Source: an optimization exercise on an open RTL-to-GDS flow (aim: small area, a short achievable clock period and few clock cycles per item). Production flows keep margins and buffers that such runs may drop. Only simulation tests tie the RTL to the original design; equivalence was not proved. Power is estimated from default activity; no workload was simulated.

## garnet
==> flow/design.v <==
`default_nettype none
package kct_pkg;
	localparam int KCT_ENTRIES    = 16;
	localparam int KCT_KEY_BITS   = 8;
	localparam int KCT_COUNT_BITS = 16;
	typedef enum logic [1:0] {
		REQ_ADD     = 2'd0,
		REQ_CONSUME = 2'd1,
		REQ_QUERY   = 2'd2,
		REQ_CLEAR   = 2'd3
	} req_t;
	typedef enum logic [2:0] {
		STS_DONE     = 3'd0,
		STS_INVALID  = 3'd1,
		STS_FULL     = 3'd2,
		STS_SHORT    = 3'd3,
		STS_OVERFLOW = 3'd4
	} status_t;
endpackage
`default_nettype wire
`default_nettype none
module kct_cell #(
	parameter int KEY_BITS   = kct_pkg::KCT_KEY_BITS,
	parameter int COUNT_BITS = kct_pkg::KCT_COUNT_BITS
) (
	input  wire logic                  clk,
	input  wire logic                  arst_n,
	input  wire logic                  clr,       
	input  wire logic                  claim,     
	input  wire logic                  remove,    
	input  wire logic                  wr,        
	input  wire logic [KEY_BITS-1:0]   wkey,
	input  wire logic [COUNT_BITS-1:0] wcnt,
	input  wire logic [KEY_BITS-1:0]   cmp_key,
	output logic                       valid,
	output logic [COUNT_BITS-1:0]      cnt,
	output logic                       hit       
);
	logic                  valid_q;
	logic [KEY_BITS-1:0]   key_q;
	logic [COUNT_BITS-1:0] cnt_q;
	logic                  valid_d;
	always_comb begin
		if (clr)
			valid_d = 1'b0;
		else if (claim)
			valid_d = 1'b1;
		else if (remove)
			valid_d = 1'b0;
		else
			valid_d = valid_q;
		hit = valid_q && (key_q == cmp_key);
	end
	always_ff @(posedge clk or negedge arst_n) begin
		if (!arst_n)
			valid_q <= 1'b0;
		else
			valid_q <= valid_d;
	end
	always_ff @(posedge clk) begin
		if (claim)
			key_q <= wkey;
		if (wr)
			cnt_q <= wcnt;
	end
	assign valid = valid_q;
	assign cnt   = cnt_q;
endmodule
`default_nettype wire
`default_nettype none
module keyed_count_table_top #(
	parameter int ENTRIES    = kct_pkg::KCT_ENTRIES,
	parameter int KEY_BITS   = kct_pkg::KCT_KEY_BITS,
	parameter int COUNT_BITS = kct_pkg::KCT_COUNT_BITS
) (
	input  wire logic        clk,
	input  wire logic        arst_n,
	input  wire logic        in_valid,
	output logic             in_ready,
	input  wire logic [1:0]  req_type,
	input  wire logic [7:0]  item_key,
	input  wire logic [15:0] amount,
	output logic             out_valid,
	input  wire logic        out_ready,
	output logic [2:0]       status,
	output logic             enough,
	output logic [15:0]      held_count
);
	logic [ENTRIES-1:0]    t_valid;
	logic [COUNT_BITS-1:0] t_cnt [ENTRIES];
	logic [ENTRIES-1:0]    t_hit;
	logic [ENTRIES-1:0]    t_claim;
	logic [ENTRIES-1:0]    t_remove;
	logic [ENTRIES-1:0]    t_wr;
	logic                  r_vld_q;
	logic [1:0]            r_op_q;
	logic [KEY_BITS-1:0]   r_key_q;
	logic [15:0]           r_amt_q;
	logic                  x_vld_q;
	logic [1:0]            x_op_q;
	logic [KEY_BITS-1:0]   x_key_q;
	logic [15:0]           x_amt_q;
	logic                  x_triv_q;
	logic                  x_found_q;
	logic [ENTRIES-1:0]    x_match_q;
	logic [COUNT_BITS-1:0] x_held_q;
	logic                  rdy_q;
	logic                  o_vld_q;
	logic [2:0]            o_sts_q;
	logic                  o_en_q;
	logic [15:0]           o_held_q;
	logic                  s_vld_q;
	logic [2:0]            s_sts_q;
	logic                  s_en_q;
	logic [15:0]           s_held_q;
	logic                  accept;
	logic                  exec;
	logic                  r_to_x;
	logic                  o_load;
	logic                  r_vld_d;
	logic                  x_vld_d;
	logic                  s_vld_d;
	logic                  same;
	logic                  x_clr;
	logic [ENTRIES-1:0]    match_d;
	logic [COUNT_BITS-1:0] held_tab;
	logic [COUNT_BITS-1:0] held_d;
	logic                  full;
	logic                  all_below;
	logic [ENTRIES-1:0]    free_oh;
	logic [COUNT_BITS:0]   sum;
	logic [COUNT_BITS:0]   diff;
	logic                  ovf;
	logic                  covers;
	logic                  sel_sum;
	logic                  sel_diff;
	logic                  is_add;
	logic                  is_con;
	logic                  do_claim;
	logic                  do_remove;
	kct_pkg::status_t      r_sts;
	logic                  r_en;
	logic [15:0]           r_held;
	for (genvar i = 0; i < ENTRIES; i++) begin : g_cell
		kct_cell #(
			.KEY_BITS   (KEY_BITS),
			.COUNT_BITS (COUNT_BITS)
		) u_cell (
			.clk     (clk),
			.arst_n  (arst_n),
			.clr     (x_clr),
			.claim   (t_claim[i]),
			.remove  (t_remove[i]),
			.wr      (t_wr[i]),
			.wkey    (x_key_q),
			.wcnt    (r_held),
			.cmp_key (r_key_q),
			.valid   (t_valid[i]),
			.cnt     (t_cnt[i]),
			.hit     (t_hit[i])
		);
	end
	always_comb begin
		is_add = (x_op_q == kct_pkg::REQ_ADD);
		is_con = (x_op_q == kct_pkg::REQ_CONSUME);
		x_clr  = exec && (x_op_q == kct_pkg::REQ_CLEAR);
		full   = &t_valid;
		all_below = 1'b1;
		for (int i = 0; i < ENTRIES; i++) begin
			free_oh[i] = !t_valid[i] && all_below;
			all_below  = all_below && t_valid[i];
		end
		sum    = {1'b0, x_held_q} + {1'b0, x_amt_q};
		diff   = {1'b0, x_held_q} - {1'b0, x_amt_q};
		ovf    = sum[COUNT_BITS];
		covers = !diff[COUNT_BITS];
		do_claim  = exec && is_add && !x_triv_q && !x_found_q;
		do_remove = exec && is_con && !x_triv_q && (x_held_q == x_amt_q);
		for (int i = 0; i < ENTRIES; i++) begin
			t_claim[i]  = do_claim && free_oh[i];
			t_remove[i] = do_remove && x_match_q[i];
			t_wr[i]     = t_claim[i] || (exec && x_match_q[i]);
		end
		sel_sum  = !x_triv_q && is_add && !ovf && (x_found_q || !full);
		sel_diff = !x_triv_q && is_con && covers;
		r_held   = sel_sum ? sum[COUNT_BITS-1:0] : sel_diff ? diff[COUNT_BITS-1:0] : x_held_q;
		r_sts  = kct_pkg::STS_DONE;
		r_en   = 1'b1;
		unique case (x_op_q)
			kct_pkg::REQ_ADD: begin
				if (x_triv_q) begin
					r_sts = kct_pkg::STS_INVALID;
				end else if (ovf) begin
					r_sts = kct_pkg::STS_OVERFLOW;
					r_en  = covers;
				end else if (!x_found_q && full) begin
					r_sts = kct_pkg::STS_FULL;
					r_en  = 1'b0;
				end
			end
			kct_pkg::REQ_CONSUME: begin
				if (!x_triv_q && !covers) begin
					r_sts = kct_pkg::STS_SHORT;
					r_en  = 1'b0;
				end
			end
			kct_pkg::REQ_QUERY: begin
				r_en = x_triv_q || covers;
			end
			default: begin
				r_en = x_triv_q;
			end
		endcase
	end
	always_comb begin
		same     = x_vld_q && (r_key_q == x_key_q);
		held_tab = '0;
		for (int i = 0; i < ENTRIES; i++)
			held_tab = held_tab | (t_cnt[i] & {COUNT_BITS{t_hit[i]}});
		if (x_clr) begin
			match_d = '0;
		end else if (same) begin
			match_d = t_claim | (x_match_q & ~t_remove);
		end else begin
			match_d = t_hit;
		end
		if (x_clr || r_op_q == kct_pkg::REQ_CLEAR)
			held_d = '0;
		else if (same)
			held_d = r_held;
		else
			held_d = held_tab;
	end
	always_comb begin
		in_ready = rdy_q;
		accept   = in_valid && rdy_q;
		exec     = x_vld_q && !s_vld_q;
		r_to_x   = r_vld_q && (!x_vld_q || exec);
		o_load   = !o_vld_q || out_ready;
		r_vld_d  = accept || (r_vld_q && !r_to_x);
		x_vld_d  = r_to_x || (x_vld_q && !exec);
		s_vld_d  = s_vld_q ? !out_ready : (exec && !o_load);
	end
	always_ff @(posedge clk or negedge arst_n) begin
		if (!arst_n) begin
			rdy_q   <= 1'b1;
			r_vld_q <= 1'b0;
			x_vld_q <= 1'b0;
			o_vld_q <= 1'b0;
			s_vld_q <= 1'b0;
		end else begin
			rdy_q   <= !(r_vld_d && x_vld_d && s_vld_d);
			r_vld_q <= r_vld_d;
			x_vld_q <= x_vld_d;
			s_vld_q <= s_vld_d;
			if (o_load)
				o_vld_q <= s_vld_q || exec;
		end
	end
	always_ff @(posedge clk) begin
		if (accept) begin
			r_op_q  <= req_type;
			r_key_q <= item_key;
			r_amt_q <= amount;
		end
		if (r_to_x) begin
			x_op_q    <= r_op_q;
			x_key_q   <= r_key_q;
			x_amt_q   <= r_amt_q;
			x_triv_q  <= (r_key_q == '0) || (r_amt_q == '0);
			x_found_q <= |match_d;
			x_match_q <= match_d;
			x_held_q  <= held_d;
		end
		if (o_load) begin
			if (s_vld_q) begin
				o_sts_q  <= s_sts_q;
				o_en_q   <= s_en_q;
				o_held_q <= s_held_q;
			end else begin
				o_sts_q  <= r_sts;
				o_en_q   <= r_en;
				o_held_q <= r_held;
			end
		end
		if (exec && !o_load) begin
			s_sts_q  <= r_sts;
			s_en_q   <= r_en;
			s_held_q <= r_held;
		end
	end
	assign out_valid  = o_vld_q;
	assign status     = o_sts_q;
	assign enough     = o_en_q;
	assign held_count = o_held_q;
endmodule
`default_nettype wire
clock: 8.0 ns
lec_check: 0
cap_margin: 20
core_margin: 2
core_utilization: 40
place_density: 0.6
setup_slack_margin: 5.0
slew_margin: 20
run.sh (not shown) runs the stock make flow with config.mk's settings and CLKGATE_MAP_FILE= SYNTH_SCRIPT=/design/flow/synth_recipe.tcl, a recipe that flattens the netlist after the stock synthesis.
Testbench counts of garnet, summed over its fixed seeds: cycles 12,024, items 12,000.
What onyx does differently from garnet at the input level:
diff --git a/flow/design.v b/flow/design.v
--- a/flow/design.v
+++ b/flow/design.v
@@ -101,9 +101,10 @@
 	logic [KEY_BITS-1:0]   x_key_q;
 	logic [15:0]           x_amt_q;
 	logic                  x_triv_q;
 	logic                  x_found_q;
-	logic [ENTRIES-1:0]    x_match_q;
+	logic [3:0]            x_idx_q;      
+	logic [ENTRIES-1:0]    x_match;
 	logic [COUNT_BITS-1:0] x_held_q;
 	logic                  rdy_q;
 	logic                  o_vld_q;
 	logic [2:0]            o_sts_q;
@@ -121,9 +122,12 @@
 	logic                  x_vld_d;
 	logic                  s_vld_d;
 	logic                  same;
 	logic                  x_clr;
-	logic [ENTRIES-1:0]    match_d;
+	logic                  found_d;
+	logic [3:0]            idx_d;
+	logic [3:0]            hit_idx;
+	logic [3:0]            free_idx;
 	logic [COUNT_BITS-1:0] held_tab;
 	logic [COUNT_BITS-1:0] held_d;
 	logic                  full;
 	logic                  all_below;
@@ -173,14 +177,16 @@
 		sum    = {1'b0, x_held_q} + {1'b0, x_amt_q};
 		diff   = {1'b0, x_held_q} - {1'b0, x_amt_q};
 		ovf    = sum[COUNT_BITS];
 		covers = !diff[COUNT_BITS];
+		for (int i = 0; i < ENTRIES; i++)
+			x_match[i] = x_found_q && (x_idx_q == 4'(i));
 		do_claim  = exec && is_add && !x_triv_q && !x_found_q;
 		do_remove = exec && is_con && !x_triv_q && (x_held_q == x_amt_q);
 		for (int i = 0; i < ENTRIES; i++) begin
 			t_claim[i]  = do_claim && free_oh[i];
-			t_remove[i] = do_remove && x_match_q[i];
-			t_wr[i]     = t_claim[i] || (exec && x_match_q[i]);
+			t_remove[i] = do_remove && x_match[i];
+			t_wr[i]     = t_claim[i] || (exec && x_match[i]);
 		end
 		sel_sum  = !x_triv_q && is_add && !ovf && (x_found_q || !full);
 		sel_diff = !x_triv_q && is_con && covers;
 		r_held   = sel_sum ? sum[COUNT_BITS-1:0] : sel_diff ? diff[COUNT_BITS-1:0] : x_held_q;
@@ -216,14 +222,25 @@
 		same     = x_vld_q && (r_key_q == x_key_q);
 		held_tab = '0;
 		for (int i = 0; i < ENTRIES; i++)
 			held_tab = held_tab | (t_cnt[i] & {COUNT_BITS{t_hit[i]}});
+		hit_idx  = '0;
+		free_idx = '0;
+		for (int i = 0; i < ENTRIES; i++) begin
+			if (t_hit[i])
+				hit_idx = hit_idx | 4'(i);
+			if (free_oh[i])
+				free_idx = free_idx | 4'(i);
+		end
 		if (x_clr) begin
-			match_d = '0;
+			found_d = 1'b0;
+			idx_d   = hit_idx;
 		end else if (same) begin
-			match_d = t_claim | (x_match_q & ~t_remove);
+			found_d = (do_claim && !full) || (x_found_q && !do_remove);
+			idx_d   = do_claim ? free_idx : x_idx_q;
 		end else begin
-			match_d = t_hit;
+			found_d = |t_hit;
+			idx_d   = hit_idx;
 		end
 		if (x_clr || r_op_q == kct_pkg::REQ_CLEAR)
 			held_d = '0;
 		else if (same)
@@ -267,10 +284,10 @@
 			x_op_q    <= r_op_q;
 			x_key_q   <= r_key_q;
 			x_amt_q   <= r_amt_q;
 			x_triv_q  <= (r_key_q == '0) || (r_amt_q == '0);
-			x_found_q <= |match_d;
-			x_match_q <= match_d;
+			x_found_q <= found_d;
+			x_idx_q   <= idx_d;
 			x_held_q  <= held_d;
 		end
 		if (o_load) begin
 			if (s_vld_q) begin
--- outcome ---
Global-route wire length before repair went down by a few percent going from garnet to onyx.
Against garnet, onyx reports a portion of the clock cycle consumed by the worst path in the final layout that is higher.
Diff garnet -> onyx: slew at the pin closest to its max-slew limit fell by 0.019 ns; post-layout instance count excluding filler cells decreased about 5%; clock slew at the register clock pins of the worst setup and hold paths shows no meaningful change; vertical extent of the die saw a decrease.
Between onyx and garnet, the met3 wire length is lower for onyx.
Taking garnet as the reference, in onyx number of sinks driven by the clock tree now sits lower; global-route track usage on met3 saw a decrease.
| overall power after layout | onyx vs garnet | about 10% lower |
Total length of routed met2 wires came out lower on onyx than on garnet.
Finished layout cell area sits lower in onyx than in garnet.
In the metrics for onyx and garnet, the one carrying the higher number of nets at the end of the flow is garnet.
onyx: total global-route track usage 0.69 points below garnet
Testbench counts of onyx, summed over its fixed seeds: cycles 12,024, items 12,000.

static timing again, ports no longer ideal:
The results above use ideal ports. As a check the final layouts listed here were re-extracted and re-timed, cells and wires unchanged.
Step 1 assumes that a clkbuf_16 drives the clock port and a buf_2 every other input.
Step 2 moves the port delays by t, midway between the first and last clock arrival at a register: inputs arrive t later, outputs are due t later. That takes back most of the time a late clock gives input paths.
Slacks: ideal ports / drivers / drivers and shift; pairs: ideal ports / drivers.
run	t (ns)	slack for setup (ns)	slew at the worst register clock pin (ns)	worst data-port slew with drivers (ns)	cell pins on the clock port's net
garnet	0.656	4.796 / 4.796 / 4.466	0.07 / 0.07	0.04	1
onyx	0.669	4.738 / 4.738 / 4.437	0.07 / 0.07	0.05	1
After both steps setup and hold are still met in every run listed. The setup slack of garnet, which loses most, moves by 0.000 ns with the drivers and by -0.330 ns with both steps.
